Source: an optimization exercise on an open RTL-to-GDS flow (aim: small area and a short achievable clock period). Production flows keep margins and buffers that such runs may drop. RTL that was checked went through simulation tests only; none was proved equivalent to the original. Power and IR drop assume default switching activity.

==> amber <==
==> flow/design.v (excerpt) <==
module beam_topk_sort #(
    parameter int NBEAM_IN = 64,
    parameter int BEAM     = 16,
    parameter int PWR_W    = 32
) (
    input  logic                        i_clk,
    input  logic                        i_reset_n,
    input  logic                        i_pwr_vld,
    input  logic                        i_pwr_sop,
    input  logic [PWR_W-1:0]            i_pwr_data,
    output logic [BEAM-1:0][7:0]        o_beam_idx,
    output logic [BEAM-1:0][PWR_W-1:0]  o_beam_pwr,
    output logic                        o_rbg_load,
    output logic                        o_busy,
    output logic                        o_err_sop
);
==> module beam_topk_sort, before the edit <==
module beam_topk_sort #(
    parameter int NBEAM_IN = 64,
    parameter int BEAM     = 16,
    parameter int PWR_W    = 32
) (
    input  logic                        i_clk,
    input  logic                        i_reset_n,
    input  logic                        i_pwr_vld,
    input  logic                        i_pwr_sop,
    input  logic [PWR_W-1:0]            i_pwr_data,
    output logic [BEAM-1:0][7:0]        o_beam_idx,
    output logic [BEAM-1:0][PWR_W-1:0]  o_beam_pwr,
    output logic                        o_rbg_load,
    output logic                        o_busy,
    output logic                        o_err_sop
);
    localparam int IW = 6;                        
    localparam logic [IW-1:0] CNT_LAST_C = IW'(NBEAM_IN - 1);
    localparam int HW = PWR_W / 2;               
    logic            collect_r;      
    logic            flush_r;        
    logic [IW-1:0]   last_r;         
    logic            rbg_load_r;
    logic            err_sop_r;
    logic start_s, beam_s, take_s, acc_s;
    assign start_s = i_pwr_vld &  i_pwr_sop;
    assign beam_s  = i_pwr_vld & ~i_pwr_sop;
    assign take_s  = beam_s & collect_r;          
    assign acc_s   = start_s | take_s;            
    always_ff @(posedge i_clk) begin
        if (!i_reset_n) begin
            collect_r  <= 1'b0;
            flush_r    <= 1'b0;
            last_r     <= '0;
            rbg_load_r <= 1'b0;
            err_sop_r  <= 1'b0;
        end else begin
            rbg_load_r <= flush_r;
            err_sop_r  <= (start_s & collect_r) | (beam_s & ~collect_r);
            if (start_s) begin
                collect_r <= 1'b1;
                flush_r   <= 1'b0;
                last_r    <= '0;
            end else if (take_s) begin
                last_r    <= last_r + IW'(1);
                if (last_r == CNT_LAST_C - IW'(1)) begin
                    collect_r <= 1'b0;
                    flush_r   <= 1'b1;
                end else begin
                    flush_r   <= 1'b0;
                end
            end else begin
                flush_r   <= 1'b0;
            end
        end
    end
    logic [BEAM-1:0][PWR_W-1:0] list_pwr_r;
    logic [BEAM-1:0][IW-1:0]    list_idx_r;
    logic [BEAM-1:0]            list_vld_r;   
    logic [PWR_W-1:0]           smp_pwr_r;    
    logic                       smp_acc_r;    
    logic [BEAM-1:0]            ge_r;         
    logic [BEAM:0]              hi_gt_r, hi_eq_r, lo_ge_r;
    logic [BEAM:0][PWR_W-1:0]   cmp_a_s;
    always_comb begin
        for (int i = 0; i < BEAM; i++)
            cmp_a_s[i] = list_pwr_r[i];
        cmp_a_s[BEAM] = smp_pwr_r;
    end
    always_ff @(posedge i_clk) begin
        for (int i = 0; i <= BEAM; i++) begin
            hi_gt_r[i] <= cmp_a_s[i][PWR_W-1:HW] >  i_pwr_data[PWR_W-1:HW];
            hi_eq_r[i] <= cmp_a_s[i][PWR_W-1:HW] == i_pwr_data[PWR_W-1:HW];
            lo_ge_r[i] <= cmp_a_s[i][HW-1:0]     >= i_pwr_data[HW-1:0];
        end
    end
    logic [BEAM:0]   cmp_s;           
    logic [BEAM-1:0] ge_s;            
    always_comb begin
        for (int i = 0; i <= BEAM; i++)
            cmp_s[i] = hi_gt_r[i] | (hi_eq_r[i] & lo_ge_r[i]);
        for (int i = 0; i < BEAM; i++) begin
            if (ge_r[i])
                ge_s[i] = cmp_s[i];
            else if (i == 0 || ge_r[(i == 0) ? 0 : i-1])
                ge_s[i] = cmp_s[BEAM];
            else
                ge_s[i] = cmp_s[(i == 0) ? 0 : i-1];
            ge_s[i] = ~smp_acc_r | (list_vld_r[i] & ge_s[i]);
        end
    end
    logic [BEAM-1:0][PWR_W-1:0] ins_pwr_s;
    logic [BEAM-1:0][IW-1:0]    ins_idx_s;
    logic [BEAM-1:0]            ins_vld_s;
    always_comb begin
        for (int i = 0; i < BEAM; i++) begin
            if (ge_s[i]) begin
                ins_pwr_s[i] = list_pwr_r[i];
                ins_idx_s[i] = list_idx_r[i];
            end else if (i == 0 || ge_s[(i == 0) ? 0 : i-1]) begin
                ins_pwr_s[i] = smp_pwr_r;
                ins_idx_s[i] = last_r;
            end else begin
                ins_pwr_s[i] = list_pwr_r[(i == 0) ? 0 : i-1];
                ins_idx_s[i] = list_idx_r[(i == 0) ? 0 : i-1];
            end
        end
        if (start_s)
            ins_vld_s = '0;
        else if (ge_s[BEAM-1])
            ins_vld_s = list_vld_r;
        else
            ins_vld_s = {list_vld_r[BEAM-2:0], 1'b1};
    end
    always_ff @(posedge i_clk) begin
        list_pwr_r <= ins_pwr_s;
        list_idx_r <= ins_idx_s;
        list_vld_r <= ins_vld_s;
        smp_pwr_r  <= i_pwr_data;
        smp_acc_r  <= acc_s;
        ge_r       <= ge_s;
    end
    logic [BEAM-1:0][IW-1:0]    beam_idx_r;
    logic [BEAM-1:0][PWR_W-1:0] beam_pwr_r;
    always_ff @(posedge i_clk) begin
        if (!i_reset_n) begin
            for (int i = 0; i < BEAM; i++)
                beam_idx_r[i] <= IW'(i);
            beam_pwr_r <= '0;
        end else if (flush_r) begin
            beam_idx_r <= ins_idx_s;
            beam_pwr_r <= ins_pwr_s;
        end
    end
    always_comb begin
        for (int i = 0; i < BEAM; i++)
            o_beam_idx[i] = {{(8-IW){1'b0}}, beam_idx_r[i]};
    end
    assign o_beam_pwr = beam_pwr_r;
    assign o_rbg_load = rbg_load_r;
    assign o_busy     = collect_r;
    assign o_err_sop  = err_sop_r;
endmodule
==> flow/config.mk <==
export PLATFORM = sky130hd
export DESIGN_NAME = beam_topk_sort
export DESIGN_NICKNAME = beam_topk_sort
export VERILOG_FILES = /design/flow/design.v
export SDC_FILE = /design/flow/constraint.sdc
export NUM_CORES = 4
export LEC_CHECK = 0
export CAP_MARGIN = 20
export CORE_MARGIN = 2
export CORE_UTILIZATION = 45
export SETUP_SLACK_MARGIN = 1.7
export SLEW_MARGIN = 20
==> flow/constraint.sdc <==
create_clock -name core_clock -period 4.0 [get_ports {i_clk}]
set_input_delay 0.8000 -clock core_clock [delete_from_list [all_inputs] [get_ports {i_clk}]]
set_output_delay 0.8000 -clock core_clock [all_outputs]
set_load 0.01 [all_outputs]
standard.sh (not shown) runs the stock make flow with config.mk's settings and CLKGATE_MAP_FILE= SYNTH_SCRIPT=/design/flow/synth_recipe.tcl, a recipe that flattens the netlist after the stock synthesis.
==> flow/flow/run.sh <==
#!/bin/bash
set -euo pipefail
bash standard.sh BUFFER_PORTS_ARGS="-buffer_cell sky130_fd_sc_hd__buf_2" finish > standard_flow.log 2>&1
==> maple: changes against amber <==
==> flow/design.v (replaced) <==
module beam_topk_sort #(
    parameter int NBEAM_IN = 64,
    parameter int BEAM     = 16,
    parameter int PWR_W    = 32
) (
    input  logic                        i_clk,
    input  logic                        i_reset_n,
    input  logic                        i_pwr_vld,
    input  logic                        i_pwr_sop,
    input  logic [PWR_W-1:0]            i_pwr_data,
    output logic [BEAM-1:0][7:0]        o_beam_idx,
    output logic [BEAM-1:0][PWR_W-1:0]  o_beam_pwr,
    output logic                        o_rbg_load,
    output logic                        o_busy,
    output logic                        o_err_sop
);
    localparam int IW = 6;                        
    localparam logic [IW-1:0] CNT_LAST_C = IW'(NBEAM_IN - 1);
    logic            collect_r;      
    logic            flush_r;        
    logic [IW-1:0]   cnt_r;          
    logic            rbg_load_r;
    logic            err_sop_r;
    logic start_s, beam_s, take_s;
    assign start_s = i_pwr_vld &  i_pwr_sop;
    assign beam_s  = i_pwr_vld & ~i_pwr_sop;
    assign take_s  = beam_s & collect_r;          
    always_ff @(posedge i_clk) begin
        if (!i_reset_n) begin
            collect_r  <= 1'b0;
            flush_r    <= 1'b0;
            cnt_r      <= '0;
            rbg_load_r <= 1'b0;
            err_sop_r  <= 1'b0;
        end else begin
            rbg_load_r <= flush_r;
            err_sop_r  <= (start_s & collect_r) | (beam_s & ~collect_r);
            if (start_s) begin
                collect_r <= 1'b1;
                flush_r   <= 1'b0;
                cnt_r     <= IW'(1);
            end else if (take_s) begin
                cnt_r     <= cnt_r + IW'(1);
                if (cnt_r == CNT_LAST_C) begin
                    collect_r <= 1'b0;
                    flush_r   <= 1'b1;
                end else begin
                    flush_r   <= 1'b0;
                end
            end else begin
                flush_r   <= 1'b0;
            end
        end
    end
    logic [PWR_W-1:0] smp_pwr_r;
    logic [IW-1:0]    smp_idx_r;
    logic             smp_ins_r;     
    always_ff @(posedge i_clk) begin
        if (start_s | take_s) begin
            smp_pwr_r <= i_pwr_data;
            smp_idx_r <= start_s ? '0 : cnt_r;
        end
    end
    always_ff @(posedge i_clk) begin
        if (!i_reset_n) smp_ins_r <= 1'b0;
        else            smp_ins_r <= start_s | take_s;
    end
    logic [BEAM-1:0][PWR_W-1:0] list_pwr_r;
    logic [BEAM-1:0][IW-1:0]    list_idx_r;
    logic [BEAM-1:0]            list_vld_r;
    logic [BEAM-1:0]            ge_s;       
    logic [BEAM-1:0][PWR_W-1:0] ins_pwr_s;
    logic [BEAM-1:0][IW-1:0]    ins_idx_s;
    always_comb begin
        for (int i = 0; i < BEAM; i++)
            ge_s[i] = ~smp_ins_r | (list_vld_r[i] & (list_pwr_r[i] >= smp_pwr_r));
    end
    always_comb begin
        for (int i = 0; i < BEAM; i++) begin
            if (ge_s[i]) begin
                ins_pwr_s[i] = list_pwr_r[i];
                ins_idx_s[i] = list_idx_r[i];
            end else if (i == 0 || ge_s[(i == 0) ? 0 : i-1]) begin
                ins_pwr_s[i] = smp_pwr_r;
                ins_idx_s[i] = smp_idx_r;
            end else begin
                ins_pwr_s[i] = list_pwr_r[(i == 0) ? 0 : i-1];
                ins_idx_s[i] = list_idx_r[(i == 0) ? 0 : i-1];
            end
        end
    end
    always_ff @(posedge i_clk) begin
        list_pwr_r <= ins_pwr_s;
        list_idx_r <= ins_idx_s;
    end
    always_ff @(posedge i_clk) begin
        if (start_s)
            list_vld_r <= '0;
        else if (smp_ins_r)
            list_vld_r <= {list_vld_r[BEAM-2:0], 1'b1};
    end
    logic [BEAM-1:0][IW-1:0]    beam_idx_r;
    logic [BEAM-1:0][PWR_W-1:0] beam_pwr_r;
    always_ff @(posedge i_clk) begin
        if (!i_reset_n) begin
            for (int i = 0; i < BEAM; i++)
                beam_idx_r[i] <= IW'(i);
            beam_pwr_r <= '0;
        end else if (flush_r) begin
            beam_idx_r <= ins_idx_s;
            beam_pwr_r <= ins_pwr_s;
        end
    end
    always_comb begin
        for (int i = 0; i < BEAM; i++)
            o_beam_idx[i] = {{(8-IW){1'b0}}, beam_idx_r[i]};
    end
    assign o_beam_pwr = beam_pwr_r;
    assign o_rbg_load = rbg_load_r;
    assign o_busy     = collect_r;
    assign o_err_sop  = err_sop_r;
endmodule
==> flow/run.sh (new file) <==
#!/bin/bash
# synth_recipe.tcl (not shown) runs the flow's synth.tcl, then flattens the netlist and writes it again
# the make line also repeats each setting of config.mk as NAME=value (left out here)
make -C /OpenROAD-flow-scripts/flow DESIGN_CONFIG=/design/flow/config.mk WORK_HOME=/design/flow/orfs CLKGATE_MAP_FILE= SYNTH_SCRIPT=/design/flow/synth_recipe.tcl finish
- CORE_UTILIZATION: 45 -> 60
- SETUP_SLACK_MARGIN: 1.7 -> 1.5
removed: flow/flow/run.sh
removed: flow/standard.sh
==> lagoon: changes against amber <==
--- a/flow/design.v
+++ b/flow/design.v
@@ -58,53 +58,34 @@
     logic [BEAM-1:0][IW-1:0]    list_idx_r;
     logic [BEAM-1:0]            list_vld_r;   
     logic [PWR_W-1:0]           smp_pwr_r;    
+    logic [BEAM-1:0]            hi_gt_r, hi_eq_r, lo_ge_r;
     logic                       smp_acc_r;    
-    logic [BEAM-1:0]            ge_r;         
-    logic [BEAM:0]              hi_gt_r, hi_eq_r, lo_ge_r;
-    logic [BEAM:0][PWR_W-1:0]   cmp_a_s;
+    logic [BEAM-1:0] ge_s;            
     always_comb begin
         for (int i = 0; i < BEAM; i++)
-            cmp_a_s[i] = list_pwr_r[i];
-        cmp_a_s[BEAM] = smp_pwr_r;
-    end
-    always_ff @(posedge i_clk) begin
-        for (int i = 0; i <= BEAM; i++) begin
-            hi_gt_r[i] <= cmp_a_s[i][PWR_W-1:HW] >  i_pwr_data[PWR_W-1:HW];
-            hi_eq_r[i] <= cmp_a_s[i][PWR_W-1:HW] == i_pwr_data[PWR_W-1:HW];
-            lo_ge_r[i] <= cmp_a_s[i][HW-1:0]     >= i_pwr_data[HW-1:0];
-        end
-    end
-    logic [BEAM:0]   cmp_s;           
-    logic [BEAM-1:0] ge_s;            
-    always_comb begin
-        for (int i = 0; i <= BEAM; i++)
-            cmp_s[i] = hi_gt_r[i] | (hi_eq_r[i] & lo_ge_r[i]);
-        for (int i = 0; i < BEAM; i++) begin
-            if (ge_r[i])
-                ge_s[i] = cmp_s[i];
-            else if (i == 0 || ge_r[(i == 0) ? 0 : i-1])
-                ge_s[i] = cmp_s[BEAM];
-            else
-                ge_s[i] = cmp_s[(i == 0) ? 0 : i-1];
-            ge_s[i] = ~smp_acc_r | (list_vld_r[i] & ge_s[i]);
-        end
+            ge_s[i] = ~smp_acc_r |
+                      (list_vld_r[i] & (hi_gt_r[i] | (hi_eq_r[i] & lo_ge_r[i])));
     end
     logic [BEAM-1:0][PWR_W-1:0] ins_pwr_s;
     logic [BEAM-1:0][IW-1:0]    ins_idx_s;
     logic [BEAM-1:0]            ins_vld_s;
-    always_comb begin
-        for (int i = 0; i < BEAM; i++) begin
-            if (ge_s[i]) begin
-                ins_pwr_s[i] = list_pwr_r[i];
-                ins_idx_s[i] = list_idx_r[i];
-            end else if (i == 0 || ge_s[(i == 0) ? 0 : i-1]) begin
-                ins_pwr_s[i] = smp_pwr_r;
-                ins_idx_s[i] = last_r;
-            end else begin
-                ins_pwr_s[i] = list_pwr_r[(i == 0) ? 0 : i-1];
-                ins_idx_s[i] = list_idx_r[(i == 0) ? 0 : i-1];
-            end
-        end
+    for (genvar i = 0; i < BEAM; i++) begin : g_ins
+        if (i == 0) begin : g_first
+            assign ins_pwr_s[i] = ge_s[i] ? list_pwr_r[i] : smp_pwr_r;
+            assign ins_idx_s[i] = ge_s[i] ? list_idx_r[i] : last_r;
+        end else begin : g_rest
+            beam_topk_ins #(.W(PWR_W + IW)) u_ins (
+                .keep (ge_s[i]),
+                .take (ge_s[i-1] & ~ge_s[i]),
+                .up_s (~ge_s[i-1]),
+                .own  ({list_pwr_r[i],   list_idx_r[i]}),
+                .smp  ({smp_pwr_r,       last_r}),
+                .up   ({list_pwr_r[i-1], list_idx_r[i-1]}),
+                .d    ({ins_pwr_s[i],    ins_idx_s[i]})
+            );
+        end
+    end
+    always_comb begin
         if (start_s)
             ins_vld_s = '0;
         else if (ge_s[BEAM-1])
@@ -112,25 +93,70 @@
         else
             ins_vld_s = {list_vld_r[BEAM-2:0], 1'b1};
     end
+    logic [BEAM:0]   in_gt_s, in_eq_s, in_ge_s;
+    logic [BEAM-1:0] nx_gt_s, nx_eq_s, nx_ge_s;
+    always_comb begin
+        for (int i = 0; i < BEAM; i++) begin
+            in_gt_s[i] = list_pwr_r[i][PWR_W-1:HW] >  i_pwr_data[PWR_W-1:HW];
+            in_eq_s[i] = list_pwr_r[i][PWR_W-1:HW] == i_pwr_data[PWR_W-1:HW];
+            in_ge_s[i] = list_pwr_r[i][HW-1:0]     >= i_pwr_data[HW-1:0];
+        end
+        in_gt_s[BEAM] = smp_pwr_r[PWR_W-1:HW] >  i_pwr_data[PWR_W-1:HW];
+        in_eq_s[BEAM] = smp_pwr_r[PWR_W-1:HW] == i_pwr_data[PWR_W-1:HW];
+        in_ge_s[BEAM] = smp_pwr_r[HW-1:0]     >= i_pwr_data[HW-1:0];
+        for (int i = 0; i < BEAM; i++) begin
+            if (ge_s[i]) begin
+                nx_gt_s[i] = in_gt_s[i];
+                nx_eq_s[i] = in_eq_s[i];
+                nx_ge_s[i] = in_ge_s[i];
+            end else if (i == 0 || ge_s[(i == 0) ? 0 : i-1]) begin
+                nx_gt_s[i] = in_gt_s[BEAM];
+                nx_eq_s[i] = in_eq_s[BEAM];
+                nx_ge_s[i] = in_ge_s[BEAM];
+            end else begin
+                nx_gt_s[i] = in_gt_s[(i == 0) ? 0 : i-1];
+                nx_eq_s[i] = in_eq_s[(i == 0) ? 0 : i-1];
+                nx_ge_s[i] = in_ge_s[(i == 0) ? 0 : i-1];
+            end
+        end
+    end
     always_ff @(posedge i_clk) begin
         list_pwr_r <= ins_pwr_s;
         list_idx_r <= ins_idx_s;
         list_vld_r <= ins_vld_s;
         smp_pwr_r  <= i_pwr_data;
         smp_acc_r  <= acc_s;
-        ge_r       <= ge_s;
-    end
-    logic [BEAM-1:0][IW-1:0]    beam_idx_r;
-    logic [BEAM-1:0][PWR_W-1:0] beam_pwr_r;
+        hi_gt_r    <= nx_gt_s;
+        hi_eq_r    <= nx_eq_s;
+        lo_ge_r    <= nx_ge_s;
+    end
+    logic [BEAM-1:0][IW-1:0]    beam_idx_r, beam_idx_s;
+    logic [BEAM-1:0][PWR_W-1:0] beam_pwr_r, beam_pwr_s;
+    logic                       out_ld_s, out_hd_s, out_rs_s;
+    assign out_ld_s = i_reset_n &  flush_r;
+    assign out_hd_s = i_reset_n & ~flush_r;
+    assign out_rs_s = ~i_reset_n;
+    for (genvar i = 0; i < BEAM; i++) begin : g_out
+        for (genvar b = 0; b < PWR_W; b++) begin : g_pwr
+            beam_topk_hold0 u_h (.ld(out_ld_s), .hd(out_hd_s),
+                                 .n(ins_pwr_s[i][b]), .q(beam_pwr_r[i][b]),
+                                 .d(beam_pwr_s[i][b]));
+        end
+        for (genvar b = 0; b < IW; b++) begin : g_idx
+            if (((i >> b) & 1) != 0) begin : g_one
+                beam_topk_hold1 u_h (.ld(out_ld_s), .hd(out_hd_s), .rs(out_rs_s),
+                                     .n(ins_idx_s[i][b]), .q(beam_idx_r[i][b]),
+                                     .d(beam_idx_s[i][b]));
+            end else begin : g_zero
+                beam_topk_hold0 u_h (.ld(out_ld_s), .hd(out_hd_s),
+                                     .n(ins_idx_s[i][b]), .q(beam_idx_r[i][b]),
+                                     .d(beam_idx_s[i][b]));
+            end
+        end
+    end
     always_ff @(posedge i_clk) begin
-        if (!i_reset_n) begin
-            for (int i = 0; i < BEAM; i++)
-                beam_idx_r[i] <= IW'(i);
-            beam_pwr_r <= '0;
-        end else if (flush_r) begin
-            beam_idx_r <= ins_idx_s;
-            beam_pwr_r <= ins_pwr_s;
-        end
+        beam_idx_r <= beam_idx_s;
+        beam_pwr_r <= beam_pwr_s;
     end
     always_comb begin
         for (int i = 0; i < BEAM; i++)
@@ -141,3 +167,35 @@
     assign o_busy     = collect_r;
     assign o_err_sop  = err_sop_r;
 endmodule
+module beam_topk_ins #(
+    parameter int W = 38
+) (
+    input  logic         keep,
+    input  logic         take,
+    input  logic         up_s,
+    input  logic [W-1:0] own,
+    input  logic [W-1:0] smp,
+    input  logic [W-1:0] up,
+    output logic [W-1:0] d
+);
+    assign d = ({W{keep}} & own) | ({W{take}} & smp) | ({W{up_s}} & up);
+endmodule
+module beam_topk_hold0 (
+    input  logic ld,
+    input  logic hd,
+    input  logic n,
+    input  logic q,
+    output logic d
+);
+    assign d = (ld & n) | (hd & q);
+endmodule
+module beam_topk_hold1 (
+    input  logic ld,
+    input  logic hd,
+    input  logic rs,
+    input  logic n,
+    input  logic q,
+    output logic d
+);
+    assign d = (ld & n) | (hd & q) | rs;
+endmodule
- CORE_UTILIZATION: 45 -> 55
- SETUP_SLACK_MARGIN: 1.7 -> 1.8
- SYNTH_HIERARCHICAL: not set -> 1
- TNS_END_PERCENT: not set -> 5
==> comparison <==
Maximum frequency: amber is smaller than lagoon (2.9%).
In amber the utilization is lower than in lagoon, by 14 points.
In lagoon the sequential power is smaller than in amber, by about 12%.
lagoon passed the timing, design-rule and antenna checks. maple ended with an error in global routing (5_1_grt). amber produced a clean layout.
Of amber and lagoon, lagoon has the higher non-clock buffer count (gap 32).
Function not checked in amber: the RTL went through the layout flow alone.

## static timing again, ports no longer ideal
How much do the figures lean on ideal ports? The routed layouts below were timed once more, with nothing changed but the port constraints. Step 1 sets driving cells, clkbuf_16 on the clock port and buf_2 on the other inputs (assumed; they add their load-dependent delay and slew). Step 2 moves the port delays by t, midway between the first and last clock arrival at a register: inputs arrive t later, outputs are due t later. That takes back most of the time a late clock gives input paths. a / b / c = no drivers / after step 1 / after step 2; a / b = the first two.
run	t (ns)	setup WS [ns]	worst hold slack (ns)	worst slew at a driven data input, ns
amber	0.873	1.639 / 1.625 / 0.881	0.126 / 0.071 / 0.453	0.06
lagoon	0.819	1.708 / 1.646 / 0.946	0.174 / 0.124 / 0.460	0.10
After both steps setup and hold are still met in every run listed. For lagoon, which loses most, drivers alone change the setup slack by -0.062 ns; drivers and shift together by -0.762 ns.
